From an optimization exercise on the open Yosys and OpenROAD flow, aimed at small area, a short achievable clock period and few clock cycles; shortcuts taken in it are not production practice.
In this exercise RTL edits were held to simulation tests only and were not proved equivalent to the original.

==> flow/design.v (excerpt) <==
module ecc_point_add #(
    parameter int WIDTH = 32
) (
    input  logic             i_clk,
    input  logic             i_rst_n,
    input  logic             i_start,
    input  logic [WIDTH-1:0] i_p,
    input  logic [WIDTH-1:0] i_x1,
    input  logic [WIDTH-1:0] i_y1,
    input  logic [WIDTH-1:0] i_x2,
    input  logic [WIDTH-1:0] i_y2,
    output logic [WIDTH-1:0] o_x3,
    output logic [WIDTH-1:0] o_y3,
    output logic [WIDTH-1:0] o_z3,
    output logic             o_done
);
For scale: ~5300 cells after synthesis, ~500 flip-flops, ~260 I/O pins.
clock: 10.0 ns
lec_check: 0
abc_area: 1
cap_margin: 20
core_margin: 2
core_utilization: 40
cts_cluster_diameter: 110
cts_cluster_size: 18
place_density: 0.6
setup_slack_margin: 5
slew_margin: 20
standard.sh (not shown) runs the stock make flow with config.mk's settings and CLKGATE_MAP_FILE= SYNTH_SCRIPT=/design/flow/synth_recipe.tcl, a recipe that flattens the netlist after the stock synthesis.
==> flow/flow/run.sh <==
#!/bin/bash
# Standard layout (the standard.sh: synthesis, floorplan, place, CTS,
# route, finish), with gate resizing not held to each cell's footprint.
set -euo pipefail
bash standard.sh MATCH_CELL_FOOTPRINT=0 finish > standard_make.log 2>&1
Testbench counts at the start, summed over its fixed seeds: cycles 11,328.
Edit:
==> flow/flow/run.sh (replaced) <==
#!/bin/bash
# Standard layout (the standard.sh: synthesis, floorplan, place, CTS,
# route, finish) with two changes to how timing repair works: gate resizing
# is not held to each cell's footprint, and repair aims for 6.5 ns of setup
# slack at the design's clock (the constraints themselves are unchanged).
set -euo pipefail
bash standard.sh MATCH_CELL_FOOTPRINT=0 SETUP_SLACK_MARGIN=6.5 finish > standard_make.log 2>&1
Settings changed: CTS_CLUSTER_DIAMETER 110 to unset, CTS_CLUSTER_SIZE 18 to unset, SETUP_SLACK_MARGIN 5 to unset.
- flip-flop and latch count stays the same

========
JK:
ecc_point_add, a different RTL version from the one above (not shown whole).
For scale: ~260 I/O pins, roughly 0.042 mm² of cells after synthesis.
Settings: LEC_CHECK=0, CAP_MARGIN=20, CORE_MARGIN=2, CORE_UTILIZATION=40, PLACE_DENSITY=0.6, SETUP_SLACK_MARGIN=5, SLEW_MARGIN=20; clock period 10.0 ns.
==> flow/flow/run.sh <==
#!/bin/bash
# Standard layout (the standard.sh: synthesis, floorplan, place, CTS,
# route, finish), with gate resizing not held to each cell's footprint.
set -euo pipefail
bash standard.sh MATCH_CELL_FOOTPRINT=0 finish > standard_make.log 2>&1
Testbench counts of JK, summed over its fixed seeds: cycles 11,328.
### JK -> MS
Settings: CORE_UTILIZATION now 55, was 40; PLACE_DENSITY now 0.7, was 0.6.
[summary]
Summary of MS over JK: met2 demand-to-capacity share in global routing picked up an extra 14 points, number of ordinary inverters in the final layout neither gained nor lost much, die area lost 27%.

========
ecc_point_add with an RTL version that a note above also has.
Size: roughly 500 flip-flops, roughly 260 I/O pins.
export LEC_CHECK = 0
export ABC_AREA = 1
export CAP_MARGIN = 10
export CORE_MARGIN = 2
export CORE_UTILIZATION = 40
export PLACE_DENSITY = 0.6
export SETUP_SLACK_MARGIN = 5
export SLEW_MARGIN = 10
create_clock -name core_clock -period 10.0 [get_ports {i_clk}]
Scripts as last shown in full above: flow/flow/run.sh
The baseline went through all stages and came out clean.
Testbench counts at the start, summed over its fixed seeds: cycles 11,328.
Next try:
--- a/flow/config.mk
+++ b/flow/config.mk
@@ -7,8 +7,8 @@
 export LEC_CHECK = 0
 export ABC_AREA = 1
-export CAP_MARGIN = 10
+export CAP_MARGIN = 20
 export CORE_MARGIN = 2
 export CORE_UTILIZATION = 40
 export PLACE_DENSITY = 0.6
 export SETUP_SLACK_MARGIN = 5
-export SLEW_MARGIN = 10
+export SLEW_MARGIN = 20
=> Global-route usage barely changes. Core utilization shrinks by 0.40 points. Worst setup slack degrades by 0.054 ns. Wire length went down by 0.77%. First-iteration DRC count went up by 3.8%. Clock skew fell by 0.0036 ns. Synthesized area is unchanged. Design area is lower by 0.82%.

separate check: timing with driven ports:
Ports are ideal in the flow. The routed layouts listed here were re-timed in OpenROAD.
Step 1 (the two cells are an assumption about what drives the block):
set clk [get_ports {i_clk}]
set_driving_cell -lib_cell sky130_fd_sc_hd__clkbuf_16 $clk
set_driving_cell -lib_cell sky130_fd_sc_hd__buf_2 [delete_from_list [all_inputs] $clk]
Step 2, shift: input delay + t, output delay - t, t = (earliest + latest rising clock arrival at the registers) / 2. This alone moves slack from input paths to output paths.
a / b / c = no drivers / after step 1 / after step 2; a / b = the first two.
run	t, ns	setup WS [ns]	hold slack, ns	worst data-port slew with drivers (ns)
the first run of note 1	0.712	5.038 / 5.038 / 4.582	0.529 / 0.529 / 0.529	0.12
the second run of note 1	0.712	5.225 / 5.225 / 5.225	0.499 / 0.499 / 0.499	0.11
JK	0.750	4.603 / 4.603 / 4.603	0.514 / 0.514 / 0.514	0.07
MS	0.720	4.534 / 4.534 / 4.534	0.508 / 0.508 / 0.508	0.09
the first run of note 3	0.713	5.064 / 5.064 / 4.774	0.532 / 0.532 / 0.532	0.13
the second run of note 3	0.713	5.010 / 5.010 / 4.854	0.537 / 0.537 / 0.537	0.13
After both steps setup and hold are still met in every run listed. For the first run of note 1, which loses most, drivers alone change the setup slack by 0.000 ns; drivers and shift together by -0.456 ns.
